This design comes from an exercise in tuning for small area on the open sky130 flow, not from production work. At most, simulation tests tie the RTL to the original design; equivalence was not proved. The RTL of run 2 was laid out without a check of its function.

[design/flow/design.v]
module osc_phase_multi #(
  parameter int ACC_W = 24,
  parameter int OUT_W = 16
) (
  input  logic             clk,
  input  logic             rst_n,
  input  logic             sample_en,
  input  logic [ACC_W-1:0] inc_in,
  input  logic             inc_load,
  input  logic             sync,
  input  logic [OUT_W-1:0] duty,
  input  logic [OUT_W-1:0] amp,
  output logic             inc_pending,
  output logic [OUT_W-1:0] saw,
  output logic [OUT_W-1:0] tri_o,
  output logic [OUT_W-1:0] sqr,
  output logic             out_valid,
  output logic             wrap
);
  localparam logic [OUT_W-1:0] POS_FULL = {1'b0, {(OUT_W-1){1'b1}}};
  localparam logic [OUT_W-1:0] NEG_FULL = {1'b1, {(OUT_W-2){1'b0}}, 1'b1};
  logic [ACC_W-1:0] phase_q, phase_d;
  logic [ACC_W-1:0] inc_act_q, inc_act_d;
  logic [ACC_W-1:0] inc_shd_q, inc_shd_d;
  logic             pending_q, pending_d;
  logic [ACC_W:0]   sum;
  logic             upd_wrap;
  logic             apply;
  logic [OUT_W-1:0] p, p_fold, t;
  logic [OUT_W-1:0] saw_raw_d, tri_raw_d, sqr_raw_d;
  logic [OUT_W-1:0] saw_raw_q, tri_raw_q, sqr_raw_q, amp_q;
  logic             v1_q, wrap1_q;
  logic [OUT_W-1:0] saw_q, tri_q, sqr_q;
  logic             valid_q, wrap_q;
  assign sum      = {1'b0, phase_q} + {1'b0, inc_act_q};
  assign upd_wrap = sync | sum[ACC_W];
  assign apply    = sample_en & (upd_wrap | (inc_act_q == '0));
  always_comb begin
    phase_d   = phase_q;
    inc_act_d = inc_act_q;
    inc_shd_d = inc_shd_q;
    pending_d = pending_q;
    if (sample_en) begin
      phase_d = sync ? '0 : sum[ACC_W-1:0];
    end
    if (apply) begin
      inc_act_d = inc_shd_q;
      pending_d = 1'b0;
    end
    if (inc_load) begin
      inc_shd_d = inc_in;
      pending_d = 1'b1;
    end
  end
  always_comb begin
    p         = phase_d[ACC_W-1 -: OUT_W];
    p_fold    = p[OUT_W-1] ? ~p : p;
    t         = {p_fold[OUT_W-2:0], 1'b0};
    saw_raw_d = {~p[OUT_W-1], p[OUT_W-2:0]};
    tri_raw_d = {~t[OUT_W-1], t[OUT_W-2:0]};
    sqr_raw_d = (p < duty) ? POS_FULL : NEG_FULL;
  end
  function automatic logic [OUT_W-1:0] scale(input logic [OUT_W-1:0] raw,
                                               input logic [OUT_W-1:0] gain);
    logic signed [2*OUT_W:0] a;
    logic signed [2*OUT_W:0] b;
    logic signed [2*OUT_W:0] prod;
    a    = {{(OUT_W+1){raw[OUT_W-1]}}, raw};
    b    = {{(OUT_W+1){1'b0}}, gain};
    prod = a * b;
    scale = prod[2*OUT_W-1:OUT_W];   
  endfunction
  always_ff @(posedge clk or negedge rst_n) begin
    if (!rst_n) begin
      phase_q   <= '0;
      inc_act_q <= '0;
      inc_shd_q <= '0;
      pending_q <= 1'b0;
    end else begin
      phase_q   <= phase_d;
      inc_act_q <= inc_act_d;
      inc_shd_q <= inc_shd_d;
      pending_q <= pending_d;
    end
  end
  always_ff @(posedge clk or negedge rst_n) begin
    if (!rst_n) begin
      saw_raw_q <= '0;
      tri_raw_q <= '0;
      sqr_raw_q <= '0;
      amp_q     <= '0;
      v1_q      <= 1'b0;
      wrap1_q   <= 1'b0;
    end else begin
      v1_q    <= sample_en;
      wrap1_q <= sample_en & upd_wrap;
      if (sample_en) begin
        saw_raw_q <= saw_raw_d;
        tri_raw_q <= tri_raw_d;
        sqr_raw_q <= sqr_raw_d;
        amp_q     <= amp;
      end
    end
  end
  always_ff @(posedge clk or negedge rst_n) begin
    if (!rst_n) begin
      saw_q   <= '0;
      tri_q   <= '0;
      sqr_q   <= '0;
      valid_q <= 1'b0;
      wrap_q  <= 1'b0;
    end else begin
      valid_q <= v1_q;
      wrap_q  <= wrap1_q;
      if (v1_q) begin
        saw_q <= scale(saw_raw_q, amp_q);
        tri_q <= scale(tri_raw_q, amp_q);
        sqr_q <= scale(sqr_raw_q, amp_q);
      end
    end
  end
  assign inc_pending = pending_q;
  assign saw         = saw_q;
  assign tri_o       = tri_q;
  assign sqr         = sqr_q;
  assign out_valid   = valid_q;
  assign wrap        = wrap_q;
endmodule
[design/flow/constraint.sdc]
create_clock -name core_clock -period 8.0 [get_ports {clk}]
set_input_delay 1.6000 -clock core_clock [delete_from_list [all_inputs] [get_ports {clk}]]
set_output_delay 1.6000 -clock core_clock [all_outputs]
set_load 0.01 [all_outputs]
[design/flow/run.sh]
#!/bin/bash
# synth_recipe.tcl (not shown) runs the flow's synth.tcl, then flattens the netlist and writes it again
# the make line also repeats each setting of config.mk as NAME=value (left out here)
make -C /OpenROAD-flow-scripts/flow DESIGN_CONFIG=/design/flow/config.mk WORK_HOME=/design/flow/orfs CLKGATE_MAP_FILE= SYNTH_SCRIPT=/design/flow/synth_recipe.tcl finish
[design/flow/config.mk]
export PLATFORM = sky130hd
export DESIGN_NAME = osc_phase_multi
export DESIGN_NICKNAME = osc_phase_multi
export VERILOG_FILES = /design/flow/design.v
export SDC_FILE = /design/flow/constraint.sdc
export NUM_CORES = 4
export LEC_CHECK = 0
export CAP_MARGIN = 20
export CORE_MARGIN = 2
export CORE_UTILIZATION = 40
export SLEW_MARGIN = 20
==> results.txt, run 1 <==
syn nets between 4000 and 5000; Startpoint Class flip-flop; CTS tree yes; synth unique cells roughly 70; WP data required roughly 8400 ps; commonest cells after routing, fill and taps aside 725 x inv_1, 512 x fa_1, 372 x ha_1, 299 x nand2_1, 244 x and2_1; Syn. warnings 1; flops & latches, synth roughly 180; Critical Path End Type flip-flop; most common library cell in the layout ignoring fill and taps inv_1; WL/cell around 17 um; largest net degree at the start of global routing around 110; Clock transition at path regs 70 ps; critical path class reg -> reg; Slew @ Worst Pin between 1000 and 1500 ps; die extent in x between 200 and 300 um; Mean Syn Cell Area between 9 and 10 sq um; initial antenna violation count 0; CTS Buf Count 17; fillcell total about 7300; setup violators final 0; Overall Global Routing Usage 0.195; asr flop ratio synth 1.00; fin crit share 0.883; Layout Skew around 17 ps; total grt overflow 0; vias in the first global route about 22000; count of flip-flops with a built-in enable after synthesis 0; count of cells resized by post-cts repair 0; RSZ-0062 raised after global routing no; nets around 4100; WP data arrival 7420 ps; Placer Congestion 0.890; via count between 20000 and 25000; IO Pins roughly 110; first-pass GRT wire length 120 mm; Post-Syn Instances approximately 3200; max cap viols 0; drt drc 0; Seq/Total Area, Yosys 0.144; Post-synth top flop dfrtp_1; Syn Std Cell Area a little over 30000 sq um; Hold Path Stages 0; setup TNS 0 ps; Final ANT Viol Nets 0; cts-stage hold buffer count 0; deepest clock path buffer count 2; Final Hold Fails 0; Max Clk Rate 142 MHz; drt pass-1 iters 7; layout cells sized above 1 0.0581; starting DRC count in detailed routing about 1100; clk sinks 175; H-tree depth 4; worst hold margin roughly 370 ps; max_slew headroom 0.207; core area approximately 76000 sq um; Die Ht approximately 280 um; Diodes inserted 0; # Post-CTS Setup Buffers 0; status finished clean; Worst R2R Path Depth 23; port bufs between 100 and 150; Starting Density 0.402; max-slew violations 0; worst hold path class reg -> reg; Post-DP HPWL ~57 mm; crit path time final 7060 ps; Site Rows approximately 100; Max FO, Critical Path 26; Synth-to-Final Area Change 8.63%; DIE AREA between 70000 and 80000 sq um; WL final around 70 mm; Root Buffer clkbuf_16; via/cell ratio around 5; clock latency on the worst-skew pair 480 ps
==> path summary, 6_finish.rpt <==
path                               start   endpoint  slack, ps
min in group asynchronous          rst_n  sqr_q[10]       1240
min reg2reg                      wrap1_q     wrap_q        370
min                              wrap1_q     wrap_q        370
max                        sqr_raw_q[14]  sqr_q[14]        940
max in group asynchronous          rst_n       v1_q       5190
max reg2reg                sqr_raw_q[14]  sqr_q[14]        940
==> synthesized netlist by cell type, types with 3 or more instances <==
master | n | area (sq um)
ha_1 | 372 | 4650
xor2_1 | 41 | 359
a31oi_1 | 12 | 75.1
and4_1 | 7 | 61.3
nor4_1 | 9 | 56.3
o21a_1 | 18 | 135
o21ai_1 | 7 | 35.0
a2111oi_0 | 3 | 26.3
a31o_2 | 3 | 26.3
nand4_1 | 13 | 81.3
a211o_1 | 7 | 61.3
clkbuf_1 | 117 | 439
a21boi_0 | 3 | 22.5
nand3_1 | 22 | 110
nand2_1 | 299 | 1120
fa_1 | 512 | 10200
nand3b_1 | 3 | 22.5
nand2b_1 | 24 | 150
mux2_4 | 18 | 270
or3_1 | 6 | 37.5
mux2_2 | 76 | 856
a41oi_1 | 3 | 26.3
nor2_1 | 66 | 248
maj3_1 | 3 | 30.0
o211ai_1 | 8 | 60.1
inv_1 | 725 | 2720
o21bai_1 | 7 | 52.6
buf_1 | 12 | 45.0
o31ai_1 | 8 | 60.1
xnor2_1 | 55 | 482
a221o_1 | 3 | 30.0
dfrtp_1 | 175 | 4380
o2111ai_1 | 5 | 43.8
and2_1 | 244 | 1530
nor3_1 | 17 | 85.1
a21oi_1 | 67 | 335
nor2b_1 | 5 | 31.3
or2_2 | 3 | 18.8
and3_1 | 8 | 50.1
a22o_1 | 13 | 114
o21ai_0 | 56 | 280
a21o_1 | 57 | 428
a211oi_1 | 10 | 75.1
o2bb2ai_1 | 3 | 26.3
==> sequential cells by signal, indices dropped and copies added (netlist names) <==
| name | flops |
|---|---|
| amp_q | 16 |
| inc_act_q | 24 |
| inc_shd_q | 24 |
| pending_q | 1 |
| phase_q | 24 |
| saw_q | 16 |
| saw_raw_q | 16 |
| sqr_q | 16 |
| sqr_raw_q | 3 |
| tri_q | 16 |
| tri_raw_q | 15 |
| v1_q | 1 |
| valid_q | 1 |
| wrap1_q | 1 |
| wrap_q | 1 |
==> worst max-delay path, cell delays in order (launching register included) <==
cell	delay, ps
dfrtp_1	400
buf_4	280
nand2_1	210
fa_1	700
inv_1	120
fa_1	550
inv_1	50
fa_1	400
fa_1	490
inv_1	50
fa_1	530
inv_1	50
fa_1	470
inv_1	40
ha_1	280
o21ai_0	70
o21ai_0	310
or3b_2	470
o211ai_1	250
a211oi_1	260
o31ai_1	390
a21oi_1	180
xnor2_1	150
mux2_2	260
==> routing by layer <==
layer  track usage  vias up  wire length (um)
met5             0        -                 0
met2         0.341      350             36200
met3        0.0204       77              2180
li1              -     9775                 -
met4        0.0633        0              2240
met1         0.253    10600             31200
==> area by class of cell <==
| cell class | instances | area [sq um] | share of cell area |
|---|---|---|---|
| flip-flops and latches | 175 | 4380 | 0.133 |
| inverters | 725 | 2720 | 0.0824 |
| clock buffers | 18 | 429 | 0.0130 |
| multi-input cells | 2126 | 22800 | 0.689 |
| repair buffers | 143 | 1360 | 0.0411 |
| well taps | 978 | 1220 | 0.0371 |
| clock inverters | 14 | 154 | 0.00466 |
==> metrics by stage <==
stage | setup WS (ps) | cells | area (sq um) | util
after global placement | 1010 | 4147 | 32400 | 0.429
final | 936 | 4179 | 33000 | 0.437
after detailed placement | 922 | 4147 | 32400 | 0.429
after floorplan | 1390 | 3160 | 30400 | -
after global routing | 492 | 4179 | 33000 | 0.437
after CTS | 914 | 4179 | 33000 | 0.437
==> logic make-up after synthesis <==
group | Yosys count | synth area share
muxes | 94 | 0.0370
AOI/OAI and AO/OA | 314 | 0.0713
and+or+nand+nor | 735 | 0.121
adders and majority gates | 887 | 0.491
xor gates and xnor gates | 96 | 0.0277
DFF | 175 | 0.144
buffers and inverters | 859 | 0.107
==> run 2, diff against run 1 <==
==> design/flow/design.v (replaced) <==
module osc_phase_multi #(
  parameter int ACC_W = 24,
  parameter int OUT_W = 16
) (
  input  logic             clk,
  input  logic             rst_n,
  input  logic             sample_en,
  input  logic [ACC_W-1:0] inc_in,
  input  logic             inc_load,
  input  logic             sync,
  input  logic [OUT_W-1:0] duty,
  input  logic [OUT_W-1:0] amp,
  output logic             inc_pending,
  output logic [OUT_W-1:0] saw,
  output logic [OUT_W-1:0] tri_o,
  output logic [OUT_W-1:0] sqr,
  output logic             out_valid,
  output logic             wrap
);
  localparam int PW = 2*OUT_W;
  logic [ACC_W-1:0] phase_q, phase_d;
  logic [ACC_W-1:0] inc_act_q;
  logic [ACC_W-1:0] inc_shd_q;
  logic             pending_q;
  logic [ACC_W:0]   sum;
  logic             upd_wrap;
  logic             apply;
  logic [OUT_W-1:0] amp_q;
  logic             sq_q;
  logic             v1_q, wrap1_q;
  logic [OUT_W-1:0] saw_q, tri_q, sqr_q;
  logic             valid_q, wrap_q;
  assign sum      = {1'b0, phase_q} + {1'b0, inc_act_q};
  assign upd_wrap = sync | sum[ACC_W];
  assign apply    = sample_en & (upd_wrap | (inc_act_q == '0));
  assign phase_d  = sync ? '0 : sum[ACC_W-1:0];
  always_ff @(posedge clk or negedge rst_n) begin
    if (!rst_n) begin
      phase_q   <= '0;
      inc_act_q <= '0;
      inc_shd_q <= '0;
      pending_q <= 1'b0;
      v1_q      <= 1'b0;
      wrap1_q   <= 1'b0;
      valid_q   <= 1'b0;
      wrap_q    <= 1'b0;
    end else begin
      if (sample_en) phase_q <= phase_d;
      if (apply) inc_act_q <= inc_shd_q;
      if (inc_load) inc_shd_q <= inc_in;
      pending_q <= inc_load | (pending_q & ~apply);
      v1_q      <= sample_en;
      wrap1_q   <= sample_en & upd_wrap;
      valid_q   <= v1_q;
      wrap_q    <= wrap1_q;
    end
  end
  always_ff @(posedge clk) begin
    amp_q <= amp;
    sq_q  <= (phase_d[ACC_W-1 -: OUT_W] < duty);
  end
  logic             p15;
  logic [OUT_W-2:0] L;
  logic [PW-1:0]    a, m, a15, saw_f, tri_f, sqr_f;
  assign p15 = phase_q[ACC_W-1];
  assign L   = phase_q[ACC_W-2 -: OUT_W-1];
  assign a   = {{OUT_W{1'b0}}, amp_q};
  assign a15 = a << (OUT_W-1);
  assign m   = {{(OUT_W+1){1'b0}}, L} * a;
  assign saw_f = p15 ? m : m - a15;
  assign tri_f = p15 ? a15 - ((m + a) << 1) : (m << 1) - a15;
  assign sqr_f = sq_q ? a15 - a : a - a15;
  always_ff @(posedge clk) begin
    saw_q <= saw_f[PW-1:OUT_W];
    tri_q <= tri_f[PW-1:OUT_W];
    sqr_q <= sqr_f[PW-1:OUT_W];
  end
  assign inc_pending = pending_q;
  assign saw         = saw_q;
  assign tri_o       = tri_q;
  assign sqr         = sqr_q;
  assign out_valid   = valid_q;
  assign wrap        = wrap_q;
endmodule
==> run 2 against run 1 <==
Effect of this change:
- cell count shrank 29%
- non-clock buffer count increased by 259
- largest cell class unchanged
- sequential cell count shrank 33
- die area fell by 40%
- first-iteration DRC count fell by 36%
- area after synthesis shrank 41%
- worst hold slack worse by 18 ps
- the layout now fails its checks (negative setup slack)
- clock-buffer cell count is the same
- clock skew about the same
==> results.txt, run 2 <==
WL met2 24.2 mm (was 36.2 mm); status finished with violations (was finished clean); max cap viols 0 (unchanged); largest area contributor in the netlist fa_1 (unchanged); Clock transition at path regs 80 ps (was 70 ps); max_slew headroom 0.349 (was 0.207); fin crit share 1.03 (was 0.883); port bufs 111 (unchanged); CTS tree yes (unchanged); via/cell ratio 5.15 (was 4.98); worst hold margin 354 ps (was 372 ps); Max FO, Critical Path 6 (was 26); biggest registers after layout inc_act_q x24, inc_shd_q x24, phase_q x24 (unchanged); first-pass GRT wire length 81.0 mm (was 120 mm); drt drc 0 (unchanged); CTS Buf Count 17 (unchanged); Yosys top cell area share 0.204 (was 0.337); deepest clock path buffer count 2 (unchanged); CP peak stage delay 540 ps (was 700 ps); Startpoint Class flip-flop (unchanged); die extent in x 216 um (was 280 um); H-tree depth 4 (unchanged); WL/cell 16.9 um (was 17.2 um); most frequent cell after synthesis inv_1 (unchanged); clk sinks 142 (was 175); Final Hold Fails 0 (unchanged); WL final 49.9 mm (was 71.8 mm); Max Clk Rate 122 MHz (was 142 MHz); setup violators final 10 (was 0); WP data required 8350 ps (was 8360 ps); synth unique cells 92 (was 72); Top Layer Used met4 (unchanged); Site Rows 77 (was 101); Slew @ Worst Pin 977 ps (was 1180 ps); Critical Path End Type flip-flop (unchanged); Syn. warnings 1 (unchanged); RSZ-0062 raised after global routing yes (was no); Mean Syn Cell Area 9.00 sq um (was 9.62 sq um); core area 44300 sq um (was 75600 sq um); FF-to-FF setup slack -230 ps (was 940 ps); Syn Std Cell Area 18000 sq um (was 30400 sq um); most common library cell in the layout ignoring fill and taps buf_4 (was inv_1); max-slew violations 0 (unchanged); Setup WS post-layout -229 ps (was 936 ps); vias in the first global route 15800 (was 22300); Root Buffer clkbuf_16 (unchanged); critical path class reg -> reg (unchanged); flops & latches, synth 142 (was 175); Placed Area 21800 sq um (was 32400 sq um); Seq/Total Area, Yosys 0.179 (was 0.144); dominant cells by area after synthesis fa_1 20%, ha_1 14%, dfrtp_1 11% (was fa_1 34%, ha_1 15%, dfrtp_1 14%); total grt overflow 0 (unchanged); Die Ht 216 um (was 280 um); drt pass-1 iters 5 (was 7); nets 2791 (was 4133); Synth-to-Final Area Change 28.2% (was 8.63%); starting DRC count in detailed routing 709 (was 1106); count of flip-flops with a built-in enable after synthesis 0 (unchanged); metal3 WL 1.87 mm (was 2.18 mm); initial antenna violation count 1 (was 0); largest net degree at the start of global routing 78 (was 112); via count 15200 (was 20800); cts-stage hold buffer count 0 (unchanged); Starting Density 0.407 (was 0.402); worst hold path class reg -> reg (unchanged); Blocking Checks negative setup slack; Placer Congestion 0.912 (was 0.890); Post-Syn Instances 2003 (was 3160); crit path time final 8230 ps (was 7060 ps); WP data arrival 8580 ps (was 7420 ps); Post-DP HPWL 41.1 mm (was 57.4 mm); clock latency on the worst-skew pair 490 ps (was 480 ps); Final ANT Viol Nets 0 (unchanged); fin area 23100 sq um (was 33000 sq um); Overall Global Routing Usage 0.219 (was 0.195); Commonest cells post-synth 269 x inv_1, 198 x ha_1, 184 x fa_1, 178 x nand2_1, 150 x and2_1 (was 725 x inv_1, 512 x fa_1, 372 x ha_1, 299 x nand2_1, 244 x and2_1); most frequent CP cell fa_1 (unchanged); Critical-path top delay cell fa_1 (unchanged); DIE AREA 46800 sq um (was 78200 sq um); Post-synth top flop dfrtp_1 (unchanged); IO Pins 112 (unchanged); M1 wire length 22.8 mm (was 31.2 mm); asr flop ratio synth 0.542 (was 1.00); syn nets 2446 (was 4105); commonest cells after routing, fill and taps aside 281 x buf_4, 264 x inv_1, 184 x ha_1, 183 x fa_1, 173 x nand2_1 (was 725 x inv_1, 512 x fa_1, 372 x ha_1, 299 x nand2_1, 244 x and2_1); Layout Skew 16.1 ps (was 16.6 ps); layout cells sized above 1 0.227 (was 0.0581)
==> run 2: layer usage <==
layer / GRT usage / vias up
li1: - / 7419
met1: 0.285 / 7438
met2: 0.374 / 300
met3: 0.0366 / 61
met4: 0.0632 / 0
met5: 0 / -
==> run 2: repair_timing <==
| item | CTS | global route |
|---|---|---|
| pin swaps | 40 | 80 |
| setup buffers | 13 | 13 |
| setup endpoints to repair | 17 | 22 |
| gates resized for setup | 45 | 78 |
==> run 2: area by class of cell <==
cell class / instances / area, sq um
fill: 4093 / 21200
multi-input combinational: 1515 / 14200
timing repair buffer: 402 / 3340
sequential: 142 / 3240
inverter: 270 / 1010
tap: 592 / 741
clock buffer: 18 / 439
clock inverter: 14 / 171
antenna: 1 / 2.50
==> run 2: path summary, 6_finish.rpt <==
| kind | to | from | depth (start not counted) |
|---|---|---|---|
| worst max-delay path | tri_q[15] | phase_q[12] | 31 |
| worst min register to register | valid_q | v1_q | 0 |
| worst min-delay path | valid_q | v1_q | 0 |
| max in group asynchronous | phase_q[13] | rst_n | 1 |
| worst max register to register | tri_q[15] | phase_q[12] | 31 |
| min in group asynchronous | inc_act_q[20] | rst_n | 1 |
==> run 2: cell families (layout without fill, tap and decap cells) <==
| family | count (synthesis) | count (layout) | synth area share |
|---|---|---|---|
| other | 0 | 1 | 0 |
| muxes | 76 | 76 | 0.0472 |
| AOI/OAI and AO/OA | 354 | 354 | 0.134 |
| DFF | 142 | 142 | 0.179 |
| xor gates and xnor gates | 102 | 102 | 0.0504 |
| buffers and inverters | 346 | 704 | 0.0749 |
| and+or+nand+nor | 601 | 601 | 0.173 |
| adders and majority gates | 382 | 382 | 0.342 |
==> run 2: critical path, delay by kind of cell, from the launching register on <==
kind,cells,cell delay [ps]
adders and majority gates,8,3620
AOI/OAI and AO/OA,7,1620
and+or+nand+nor,8,1410
buffers and inverters,7,670
DFF,1,450
muxes,1,290
==> run 2: through the flow <==
stage / util / setup slack [ps] / instances / TNS [ps]
final: 0.522 / -229 / 2954 / -1500
after CTS: 0.512 / -257 / 2941 / -1970
after global routing: 0.522 / -587 / 2954 / -6710
after floorplan: - / -8.15 / 2003 / -8.15
after global placement: 0.491 / -504 / 2896 / -5330
after detailed placement: 0.491 / -472 / 2896 / -4440

static timing again, ports no longer ideal:
The results above use ideal ports. As a check the final layouts listed here were re-extracted and re-timed, cells and wires unchanged. Step 1: set_driving_cell puts a clkbuf_16 on clk and a buf_2 on each other input, an assumption about the parent block. Step 2 also shifts input and output timing later by t, the mid clock arrival at the registers, as if the neighbouring blocks saw the same clock. a / b / c = ideal / step 1 / step 2; a / b = the first two.
run	shift t [ns]	slack for setup (ns)	worst setup path at the end	worst register clock-pin slew, ns	pins driven straight from the clock port
run 1	0.524	0.936 / 0.936 / 0.936	register to register	0.08 / 0.08	1
run 2	0.535	-0.229 / -0.229 / -0.229	register to register	0.08 / 0.08	1
